Source: an optimization exercise on an open RTL-to-GDS flow (aim: small area, a short achievable clock period and few clock cycles). Production flows keep margins and buffers that such runs may drop. Only simulation tests tie the RTL to the original design; equivalence was not proved. Power is estimated from default activity; no workload was simulated.

===== design/flow/design.v =====
`timescale 1ns/100ps
package cpu_pkg;
    typedef enum logic [6:0] {
        OP     = 7'b0110011,
        OP_IMM = 7'b0010011,
        LUI    = 7'b0110111,
        LOAD   = 7'b0000011,
        STORE  = 7'b0100011,
        BRANCH = 7'b1100011
    } opcode_e;
    typedef enum logic [3:0] {
        ALU_ADD,
        ALU_SUB,
        ALU_AND,
        ALU_OR,
        ALU_XOR,
        ALU_SLL,
        ALU_SRL,
        ALU_SRA,
        ALU_SLT,
        ALU_SLTU
    } alu_op_e;
    typedef struct packed {
        logic [6:0] funct7;
        logic [4:0] rs2;
        logic [4:0] rs1;
        logic [2:0] funct3;
        logic [4:0] rd;
        opcode_e    opcode;
    } r_inst_t;
    typedef struct packed {
        logic [11:0] imm;
        logic [4:0]  rs1;
        logic [2:0]  funct3;
        logic [4:0]  rd;
        opcode_e     opcode;
    } i_inst_t;
    typedef struct packed {
        logic [6:0] imm_hi;
        logic [4:0] rs2;
        logic [4:0] rs1;
        logic [2:0] funct3;
        logic [4:0] imm_lo;
        opcode_e    opcode;
    } s_inst_t;
    typedef struct packed {
        logic       imm_12;
        logic [5:0] imm_10_5;
        logic [4:0] rs2;
        logic [4:0] rs1;
        logic [2:0] funct3;
        logic [3:0] imm_4_1;
        logic       imm_11;
        opcode_e    opcode;
    } b_inst_t;
    typedef struct packed {
        logic [19:0] imm;
        logic [4:0]  rd;
        opcode_e     opcode;
    } u_inst_t;
    typedef union packed {
        r_inst_t r;
        i_inst_t i;
        s_inst_t s;
        b_inst_t b;
        u_inst_t u;
    } inst_t;
    typedef struct packed {
        logic                 valid;
        alu_op_e              alu_op;
        logic [32-1:0] operand_a;
        logic [32-1:0] operand_b;
        logic [32-1:0] store_data;
        logic                 is_load;
        logic                 is_store;
        logic                 reg_write;
        logic [4:0]           rd;
    } de_reg_t;
    typedef struct packed {
        logic                 valid;
        logic [32-1:0] result;
        logic [32-1:0] store_data;
        logic                 is_load;
        logic                 is_store;
        logic                 reg_write;
        logic [4:0]           rd;
    } em_reg_t;
    typedef struct packed {
        logic                 valid;
        logic [32-1:0] result;
        logic                 is_load;
        logic                 reg_write;
        logic [4:0]           rd;
    } mw_reg_t;
    typedef struct packed {
        logic                 wen;
        logic [4:0]           waddr;
        logic [32-1:0] wdata;
    } wb_req_t;
endpackage
`timescale 1ns/100ps
module fetch_stage (
    input  logic                  clk,
    input  logic                  arst_n,
    input  logic                  stall,
    input  logic                  branch_taken,
    input  logic [32-1:0]  branch_target,
    output logic [14-1:0] isram_addr,
    input  cpu_pkg::inst_t                 isram_dataout,
    output cpu_pkg::inst_t                 inst,
    output logic [32-1:0]  inst_pc,
    output logic                  inst_valid
);
    logic [32-1:0] pc;
    logic [32-1:0] f2_pc;
    logic                 f2_valid;
    assign isram_addr = stall ? f2_pc[14+1:2] : pc[14+1:2];
    always_ff @(posedge clk or negedge arst_n) begin
        if (!arst_n) begin
            pc         <= 0;
            f2_valid   <= 1'b0;
            inst_valid <= 1'b0;
        end else if (branch_taken) begin
            pc         <= branch_target;
            f2_valid   <= 1'b0;
            inst_valid <= 1'b0;
        end else if (!stall) begin
            pc         <= pc + 'd4;
            f2_valid   <= 1'b1;
            inst_valid <= f2_valid;
        end
    end
    always_ff @(posedge clk) begin
        if (!stall) begin
            f2_pc   <= pc;
            inst    <= isram_dataout;
            inst_pc <= f2_pc;
        end
    end
endmodule
`timescale 1ns/100ps
module decode_stage (
    input  logic                 clk,
    input  logic                 arst_n,
    input  cpu_pkg::inst_t                inst,
    input  logic [32-1:0] inst_pc,
    input  logic                 inst_valid,
    input  logic                 stall,
    input  cpu_pkg::wb_req_t              wb,
    input  logic [32-1:0] fwd_rs1,
    input  logic [32-1:0] fwd_rs2,
    input  logic [1:0]           fwd_en,
    output logic [4:0]           rs1,
    output logic [4:0]           rs2,
    output logic [1:0]           uses_rs,
    output logic                 branch_taken,
    output logic [32-1:0] branch_target,
    output cpu_pkg::de_reg_t              de
);
    logic [32-1:0] regs [32];
    logic                 is_op, is_op_imm, is_lui, is_load, is_store, is_branch;
    logic                 reg_write;
    logic [32-1:0] imm;
    logic [32-1:0] b_imm;
    logic [32-1:0] rf_rs1, rf_rs2;
    logic [32-1:0] rs1_val, rs2_val;
    cpu_pkg::alu_op_e              alu_op;
    assign is_op     = inst.r.opcode == cpu_pkg::OP;
    assign is_op_imm = inst.i.opcode == cpu_pkg::OP_IMM;
    assign is_lui    = inst.u.opcode == cpu_pkg::LUI;
    assign is_load   = inst.i.opcode == cpu_pkg::LOAD;
    assign is_store  = inst.s.opcode == cpu_pkg::STORE;
    assign is_branch = inst.b.opcode == cpu_pkg::BRANCH;
    assign reg_write = is_op | is_op_imm | is_lui | is_load;
    assign rs1     = inst.r.rs1;
    assign rs2     = inst.r.rs2;
    assign uses_rs = {is_op | is_store | is_branch,
                      is_op | is_op_imm | is_load | is_store | is_branch};
    always_comb begin
        if (is_lui) begin
            imm = {inst.u.imm, 12'b0};
        end else if (is_store) begin
            imm = {{20{inst.s.imm_hi[6]}}, inst.s.imm_hi, inst.s.imm_lo};
        end else begin
            imm = {{20{inst.i.imm[11]}}, inst.i.imm};
        end
    end
    always_comb begin
        alu_op = cpu_pkg::ALU_ADD;
        if (is_op || is_op_imm) begin
            case (inst.r.funct3)
                3'd0: alu_op = (is_op && inst.r.funct7[5]) ? cpu_pkg::ALU_SUB : cpu_pkg::ALU_ADD;
                3'd1: alu_op = cpu_pkg::ALU_SLL;
                3'd2: alu_op = cpu_pkg::ALU_SLT;
                3'd3: alu_op = cpu_pkg::ALU_SLTU;
                3'd4: alu_op = cpu_pkg::ALU_XOR;
                3'd5: alu_op = inst.r.funct7[5] ? cpu_pkg::ALU_SRA : cpu_pkg::ALU_SRL;
                3'd6: alu_op = cpu_pkg::ALU_OR;
                3'd7: alu_op = cpu_pkg::ALU_AND;
            endcase
        end
    end
    always_ff @(posedge clk) begin
        if (wb.wen) begin
            regs[wb.waddr] <= wb.wdata;
        end
    end
    assign rf_rs1  = (rs1 == 5'd0) ? '0 : regs[rs1];
    assign rf_rs2  = (rs2 == 5'd0) ? '0 : regs[rs2];
    assign rs1_val = fwd_en[0] ? fwd_rs1 : rf_rs1;
    assign rs2_val = fwd_en[1] ? fwd_rs2 : rf_rs2;
    assign b_imm = {{19{inst.b.imm_12}}, inst.b.imm_12, inst.b.imm_11,
                    inst.b.imm_10_5, inst.b.imm_4_1, 1'b0};
    assign branch_target = inst_pc + b_imm;
    assign branch_taken  = inst_valid & ~stall & is_branch & (inst.b.funct3[2:1] == 2'b00)
                         & ((rs1_val == rs2_val) ^ inst.b.funct3[0]);
    always_ff @(posedge clk or negedge arst_n) begin
        if (!arst_n) begin
            de <= '0;
        end else if (stall || !inst_valid) begin
            de <= '0;
        end else begin
            de.valid      <= 1'b1;
            de.alu_op     <= alu_op;
            de.operand_a  <= is_lui ? '0 : rs1_val;
            de.operand_b  <= is_op ? rs2_val : imm;
            de.store_data <= rs2_val;
            de.is_load    <= is_load;
            de.is_store   <= is_store;
            de.reg_write  <= reg_write;
            de.rd         <= inst.r.rd;
        end
    end
endmodule
`timescale 1ns/100ps
module execute_stage (
    input  logic                 clk,
    input  logic                 arst_n,
    input  cpu_pkg::de_reg_t              de,
    output logic [32-1:0] alu_result,
    output cpu_pkg::em_reg_t              em
);
    logic [32-1:0] a, b;
    assign a = de.operand_a;
    assign b = de.operand_b;
    always_comb begin
        case (de.alu_op)
            cpu_pkg::ALU_ADD:  alu_result = a + b;
            cpu_pkg::ALU_SUB:  alu_result = a - b;
            cpu_pkg::ALU_AND:  alu_result = a & b;
            cpu_pkg::ALU_OR:   alu_result = a | b;
            cpu_pkg::ALU_XOR:  alu_result = a ^ b;
            cpu_pkg::ALU_SLL:  alu_result = a << b[4:0];
            cpu_pkg::ALU_SRL:  alu_result = a >> b[4:0];
            cpu_pkg::ALU_SRA:  alu_result = $signed(a) >>> b[4:0];
            cpu_pkg::ALU_SLT:  alu_result = 32'($signed(a) < $signed(b));
            cpu_pkg::ALU_SLTU: alu_result = 32'(a < b);
            default:  alu_result = a + b;
        endcase
    end
    always_ff @(posedge clk or negedge arst_n) begin
        if (!arst_n) begin
            em <= '0;
        end else begin
            em.valid      <= de.valid;
            em.result     <= alu_result;
            em.store_data <= de.store_data;
            em.is_load    <= de.is_load;
            em.is_store   <= de.is_store;
            em.reg_write  <= de.reg_write;
            em.rd         <= de.rd;
        end
    end
endmodule
`timescale 1ns/100ps
module memory_stage (
    input  logic                   clk,
    input  logic                   arst_n,
    input  cpu_pkg::em_reg_t                em,
    output logic [14-1:0] dsram_addr,
    output logic [3:0]             dsram_wen,
    output logic [32-1:0]   dsram_datain,
    input  logic [32-1:0]   dsram_dataout,
    output cpu_pkg::mw_reg_t                m2_fwd,
    output cpu_pkg::wb_req_t                wb
);
    cpu_pkg::mw_reg_t m2_q;
    cpu_pkg::mw_reg_t wb_q;
    assign dsram_addr   = em.result[14+1:2];
    assign dsram_wen    = {4{em.valid & em.is_store}};
    assign dsram_datain = em.store_data;
    always_comb begin
        m2_fwd = m2_q;
        if (m2_q.is_load) begin
            m2_fwd.result = dsram_dataout;
        end
    end
    always_ff @(posedge clk or negedge arst_n) begin
        if (!arst_n) begin
            m2_q <= '0;
            wb_q <= '0;
        end else begin
            m2_q.valid     <= em.valid;
            m2_q.result    <= em.result;
            m2_q.is_load   <= em.is_load;
            m2_q.reg_write <= em.reg_write;
            m2_q.rd        <= em.rd;
            wb_q           <= m2_fwd;
        end
    end
    assign wb.wen   = wb_q.valid & wb_q.reg_write & (wb_q.rd != 5'd0);
    assign wb.waddr = wb_q.rd;
    assign wb.wdata = wb_q.result;
endmodule
`timescale 1ns/100ps
module hazard_unit (
    input  logic [4:0]           rs1,
    input  logic [4:0]           rs2,
    input  logic [1:0]           uses_rs,
    input  cpu_pkg::de_reg_t              de,
    input  logic [32-1:0] alu_result,
    input  cpu_pkg::em_reg_t              em,
    input  cpu_pkg::mw_reg_t              m2_fwd,
    input  cpu_pkg::wb_req_t              wb,
    output logic [32-1:0] fwd_rs1,
    output logic [32-1:0] fwd_rs2,
    output logic [1:0]           fwd_en,
    output logic                 stall
);
    logic                 hit1, hit2;
    logic                 stall1, stall2;
    logic [32-1:0] value1, value2;
    always_comb begin
        hit1   = 1'b0;
        stall1 = 1'b0;
        value1 = '0;
        if (uses_rs[0] && rs1 != 5'd0) begin
            if (de.valid && de.reg_write && de.rd == rs1) begin
                hit1   = 1'b1;
                stall1 = de.is_load;
                value1 = alu_result;
            end else if (em.valid && em.reg_write && em.rd == rs1) begin
                hit1   = 1'b1;
                stall1 = em.is_load;
                value1 = em.result;
            end else if (m2_fwd.valid && m2_fwd.reg_write && m2_fwd.rd == rs1) begin
                hit1   = 1'b1;
                value1 = m2_fwd.result;
            end else if (wb.wen && wb.waddr == rs1) begin
                hit1   = 1'b1;
                value1 = wb.wdata;
            end
        end
    end
    always_comb begin
        hit2   = 1'b0;
        stall2 = 1'b0;
        value2 = '0;
        if (uses_rs[1] && rs2 != 5'd0) begin
            if (de.valid && de.reg_write && de.rd == rs2) begin
                hit2   = 1'b1;
                stall2 = de.is_load;
                value2 = alu_result;
            end else if (em.valid && em.reg_write && em.rd == rs2) begin
                hit2   = 1'b1;
                stall2 = em.is_load;
                value2 = em.result;
            end else if (m2_fwd.valid && m2_fwd.reg_write && m2_fwd.rd == rs2) begin
                hit2   = 1'b1;
                value2 = m2_fwd.result;
            end else if (wb.wen && wb.waddr == rs2) begin
                hit2   = 1'b1;
                value2 = wb.wdata;
            end
        end
    end
    assign fwd_rs1 = value1;
    assign fwd_rs2 = value2;
    assign fwd_en  = {hit2, hit1};
    assign stall   = stall1 | stall2;
endmodule
`timescale 1ns/100ps
module cpu (
    input  logic                   clk,
    input  logic                   arst_n,
    output logic [14-1:0] isram_addr,
    input  logic [32-1:0]   isram_dataout,
    output logic [14-1:0] dsram_addr,
    output logic [3:0]             dsram_wen,
    output logic [32-1:0]   dsram_datain,
    input  logic [32-1:0]   dsram_dataout
);
    cpu_pkg::inst_t                inst;
    logic [32-1:0] inst_pc;
    logic                 inst_valid;
    logic                 stall;
    logic                 branch_taken;
    logic [32-1:0] branch_target;
    logic [4:0]           rs1, rs2;
    logic [1:0]           uses_rs;
    logic [32-1:0] fwd_rs1, fwd_rs2;
    logic [1:0]           fwd_en;
    cpu_pkg::de_reg_t              de;
    logic [32-1:0] alu_result;
    cpu_pkg::em_reg_t              em;
    cpu_pkg::mw_reg_t              m2_fwd;
    cpu_pkg::wb_req_t              wb;
    fetch_stage i_fetch_stage (
        .clk(clk),
        .arst_n(arst_n),
        .stall(stall),
        .branch_taken(branch_taken),
        .branch_target(branch_target),
        .isram_addr(isram_addr),
        .isram_dataout(isram_dataout),
        .inst(inst),
        .inst_pc(inst_pc),
        .inst_valid(inst_valid)
    );
    decode_stage i_decode_stage (
        .clk(clk),
        .arst_n(arst_n),
        .inst(inst),
        .inst_pc(inst_pc),
        .inst_valid(inst_valid),
        .stall(stall),
        .wb(wb),
        .fwd_rs1(fwd_rs1),
        .fwd_rs2(fwd_rs2),
        .fwd_en(fwd_en),
        .rs1(rs1),
        .rs2(rs2),
        .uses_rs(uses_rs),
        .branch_taken(branch_taken),
        .branch_target(branch_target),
        .de(de)
    );
    execute_stage i_execute_stage (
        .clk(clk),
        .arst_n(arst_n),
        .de(de),
        .alu_result(alu_result),
        .em(em)
    );
    memory_stage i_memory_stage (
        .clk(clk),
        .arst_n(arst_n),
        .em(em),
        .dsram_addr(dsram_addr),
        .dsram_wen(dsram_wen),
        .dsram_datain(dsram_datain),
        .dsram_dataout(dsram_dataout),
        .m2_fwd(m2_fwd),
        .wb(wb)
    );
    hazard_unit i_hazard_unit (
        .rs1(rs1),
        .rs2(rs2),
        .uses_rs(uses_rs),
        .de(de),
        .alu_result(alu_result),
        .em(em),
        .m2_fwd(m2_fwd),
        .wb(wb),
        .fwd_rs1(fwd_rs1),
        .fwd_rs2(fwd_rs2),
        .fwd_en(fwd_en),
        .stall(stall)
    );
endmodule

===== design/flow/run.sh =====
#!/bin/bash
# synth_recipe.tcl (not shown) runs the flow's synth.tcl, then flattens the netlist and writes it again
# the make line also repeats each setting of config.mk as NAME=value (left out here)
make -C /OpenROAD-flow-scripts/flow DESIGN_CONFIG=/design/flow/config.mk WORK_HOME=/design/flow/orfs CLKGATE_MAP_FILE= SYNTH_SCRIPT=/design/flow/synth_recipe.tcl finish

===== design/flow/config.mk =====
export PLATFORM = sky130hd
export DESIGN_NAME = cpu
export DESIGN_NICKNAME = cpu
export VERILOG_FILES = /design/flow/design.v
export SDC_FILE = /design/flow/constraint.sdc
export NUM_CORES = 4
export LEC_CHECK = 0
export CAP_MARGIN = 20
export CORE_MARGIN = 2
export CORE_UTILIZATION = 40
export SLEW_MARGIN = 20

===== design/flow/constraint.sdc =====
create_clock -name core_clock -period 9.0 [get_ports {clk}]
set_input_delay 1.8000 -clock core_clock [delete_from_list [all_inputs] [get_ports {clk}]]
set_output_delay 1.8000 -clock core_clock [all_outputs]
set_load 0.01 [all_outputs]

==> impl_results.md <==
- Post-synthesis xor/xnor area fraction: 1.08%
- Combinational power share: 15.4%
- Cell repeated most along the worst path: nand4_1
- Num ports: 130
- Critical Path Sink Type: flop
- Worst-margin pin slew: 1.19 ns
- Status: complete, no violations
- Core Area: 183,000 sq um
- CP delay by family, top: simple AND/OR/NAND/NOR gates
- Die Wd: 434 um
- Final Hold Violating Endpoints: 0
- Commonest cells in the netlist: 1,086 x edfxtp_1, 684 x mux4_2, 322 x nor2_1
- CP Max Fanout: 48
- Hpwl dp: 179,000 um
- Max Cap Violations: 0
- Cell count after synthesis: 5,024
- Die Height: 434 um
- RSZ-0062 raised after global routing: no
- Fill cell count: 16,100
- # port buffers: 129
- # Post-CTS Setup Buffers: 0
- Final net count: 5,228
- Total Routing Usage GR: 28.7%
- Initial antenna violation count: 13
- Overall die area: 188,000 sq um
- Clock Path Buffers: 3
- Internal: 0.0122 W
- CTS tree: yes
- Final setup fails: 0
- Crit path DAT: 8.24 ns
- YS warnings: 5
- Vias post-DR: 50,500
- Non-Filler Instances: 7,632
- Pre-antenna DRT Iters: 7
- Clock slew at reported path FFs: 0.07 ns
- Power per cell area: 209 nW/um^2
- Starting DRT DRC Count: 6,146
- Post-CTS resize count: 0
- Setup CP Type: reg2reg
- CP max-delay cell: dfrtp_4
- Critical Path RT: 9.70 ns
- Vias in the first global route: 49,900
- Count of state elements after synthesis: 1,374
- Hold WC Path Type: reg2reg
- Hold buffer count at cts: 0
- Synth cell types: 105
- Worst setup SP type: flop
- Clock share of power: 35.2%
- DRC Markers: 0
- Delay of the slowest cell on the worst path: 0.98 ns
- CP Cell Sequence: buf_4 -> mux2i_1 -> mux4_2 -> mux2_2 -> nor2_1 -> or3b_2 -> a221oi_1 -> nand4_1 -> a21oi_1 -> xnor2_1 -> nand4_1 -> nor4_2 -> nand4_1 -> o31a_1 -> nor2_4 -> mux2_1
- Leak Pwr: 28.0 nW
- Buf/Inv on CP: 1
- Routed vias/inst: 6.61
- Post-Synth Adder-Cell Area: 1.98%
- Clk latency of the worst-skew pair: 0.82 ns
- Max-slew headroom: 19.5%
- Post-Synth Simple-Gate Area: 6.61%
- Largest family of logic cells by synthesized area: multiplexers
- Period utilization: 83.8%
- Antenna Nets Post-Route: 0
- Wire length per cell: 35.6 um
- Num rows: 157
- Gr ovfl total: 0
- FFs w/ async S/R, synth: 20.2%
- # clock sinks: 1,374
- Slew Limit Fails: 0
- Worst Skew: 0.0352 ns
- Sequential area share after synthesis: 53.7%
- Synth area leaders: edfxtp_1 44%, mux4_2 21%, dfrtp_1 9.4%, ha_1 1.9%, mux2i_1 1.7%
- Worst VDD drop: 0.000213 V
- P_sw: 0.00510 W
- Seq pwr share: 49.4%
- Post-Syn Area: 74,000 sq um
- Area delta synth->final: 12.1%
- H-Tree Depth: 4
- Synthesized area per cell: 14.7 sq um
- Switching share of power: 29.5%
- Post-synth EDFFs: 1,086
- Layout cells sized above 1: 24.9%
- Yosys top cell area share: 44.1%
- Initial Util: 40.3%
- Synth Area in Compound Gates: 9.10%
- Routed wire length: 272,000 um
- Mux contribution to synthesized area: 24.0%
- Min Tclk post-route: 7.54 ns
- Main flop type after synthesis: edfxtp_1
- Dpl cells: 7,363
- Cell taking the most area after synthesis: edfxtp_1
- Number of CTS-inserted buffers: 146
- Routability Congestion: 1.01
- Total negative setup slack: 0 ns
- Top-count cell post-synth: edfxtp_1
- Clock root buffer: clkbuf_16
- Largest net degree at the start of global routing: 146
- Global-route wire length before repair: 381,000 um
- Fmax: 133 MHz
area by class of cell:
class                           instances  area (sq um)  share of cell area, %
Multi-Input combinational cell       3092         32000                   38.6
Timing Repair Buffer                  290          2590                   3.13
Tap cell                             2464          3080                   3.72
Clock buffer                          172          3840                   4.63
Inverter                              143           537                  0.647
Sequential cell                      1374         39800                   48.0
Antenna cell                            4          10.0                 0.0121
Clock inverter                         93           980                   1.18
per-stage QoR:
stage / total power [W] / hold slack, ns / instance area (sq um) / util (%) / setup WS [ns]
detailed placement: 0.0113 / 0.335 / 78100 / 42.5 / 1.60
global route: 0.0179 / 0.350 / 82900 / 45.2 / 1.35
finish: 0.0173 / 0.335 / 82900 / 45.2 / 1.46
CTS: 0.0174 / 0.334 / 82900 / 45.2 / 1.59
global placement: 0.0113 / 0.334 / 78000 / 42.5 / 1.62
floorplan: 0.00992 / 0.331 / 74100 / - / 3.07
layout by cell type (no fill, tap or decap), drive strengths merged, types with 128 or more instances in the layout:
cell           Yosys  layout
nor2             324     324
clkbuf           235     172
edfxtp          1086    1086
inv              140     151
clkdlybuf4s50      0     128
dfrtp            278     278
nand2            205     205
a21oi            222     222
o21ai            137     137
mux4             684     684
buf              211     162
power by group through the flow:
stage	registers [W]	logic [W]	clock network [W]
after floorplan	0.00816	0.00176	0
after global placement	0.00864	0.00261	0
after detailed placement	0.00867	0.00261	0
after CTS	0.00854	0.00262	0.00619
after global routing	0.00863	0.00280	0.00643
final	0.00856	0.00267	0.00609
cell families (layout without fill, tap and decap cells):
kind of cell	Yosys count	count (layout)
adder cells (fa/ha/maj)	115	115
buffers and inverters	589	698
AND/OR/NAND/NOR	992	992
multiplexers	904	904
AO/OA/AOI/OAI	958	958
XOR/XNOR	91	91
flip-flops	1374	1374
other	1	36
final timing paths:
kind	startpoint	to	slack [ns]	depth (start not counted)
min in group asynchronous	arst_n	i_memory_stage.wb_q[15]	1.01	1
hold / removal	i_decode_stage.de[15]	i_execute_stage.em[15]	0.34	0
setup reg to reg	i_decode_stage.de[40]	i_fetch_stage.pc[1]	1.46	16
max in group asynchronous	arst_n	i_decode_stage.de[40]	6.40	2
setup / recovery	i_decode_stage.de[40]	i_fetch_stage.pc[1]	1.46	16
hold reg to reg	i_decode_stage.de[15]	i_execute_stage.em[15]	0.34	0
per-layer routing:
metal,up-vias,global-route usage [%],wire length [um]
met4,6,18.6,20400
met1,26400,36.3,101000
li1,20400,-,-
met3,750,5.20,22700
met5,-,0,40
met2,3002,45.5,128000
flip-flops by register name (all words and copies together), names as in the netlist, named ones only:
signal / count
i_fetch_stage.inst: 32
i_fetch_stage.inst_pc: 15
i_memory_stage.m2_q: 40
i_decode_stage.regs: 1024
i_fetch_stage.f2_valid: 1
i_fetch_stage.pc: 15
i_execute_stage.em: 73
i_fetch_stage.inst_valid: 1
i_memory_stage.wb_q: 39
i_fetch_stage.f2_pc: 15
i_decode_stage.de: 109
Testbench counts, summed over its fixed seeds: cycles 84,975.

-- re-timing with driven ports --
The flow's constraints put no driver on any port. The routed layout listed below was extracted and timed again, unchanged, in two steps.
Step 1, drivers: a clkbuf_16 drives clk and a buf_2 each remaining input, both assumed.
Step 2 also shifts input and output timing later by t, the mid clock arrival at the registers, as if the neighbouring blocks saw the same clock.
Three values: ideal, step 1, step 2; two values: the first two.
t (ns): 0.886
slack for setup (ns): 1.462 / 1.462 / 1.462
hold slack, ns: 0.335 / 0.335 / 0.335
cell pins on the clock port's net: 1
After both steps this run still meets setup and hold. For this run, drivers alone change the setup slack by 0.000 ns; drivers and shift together by 0.000 ns.
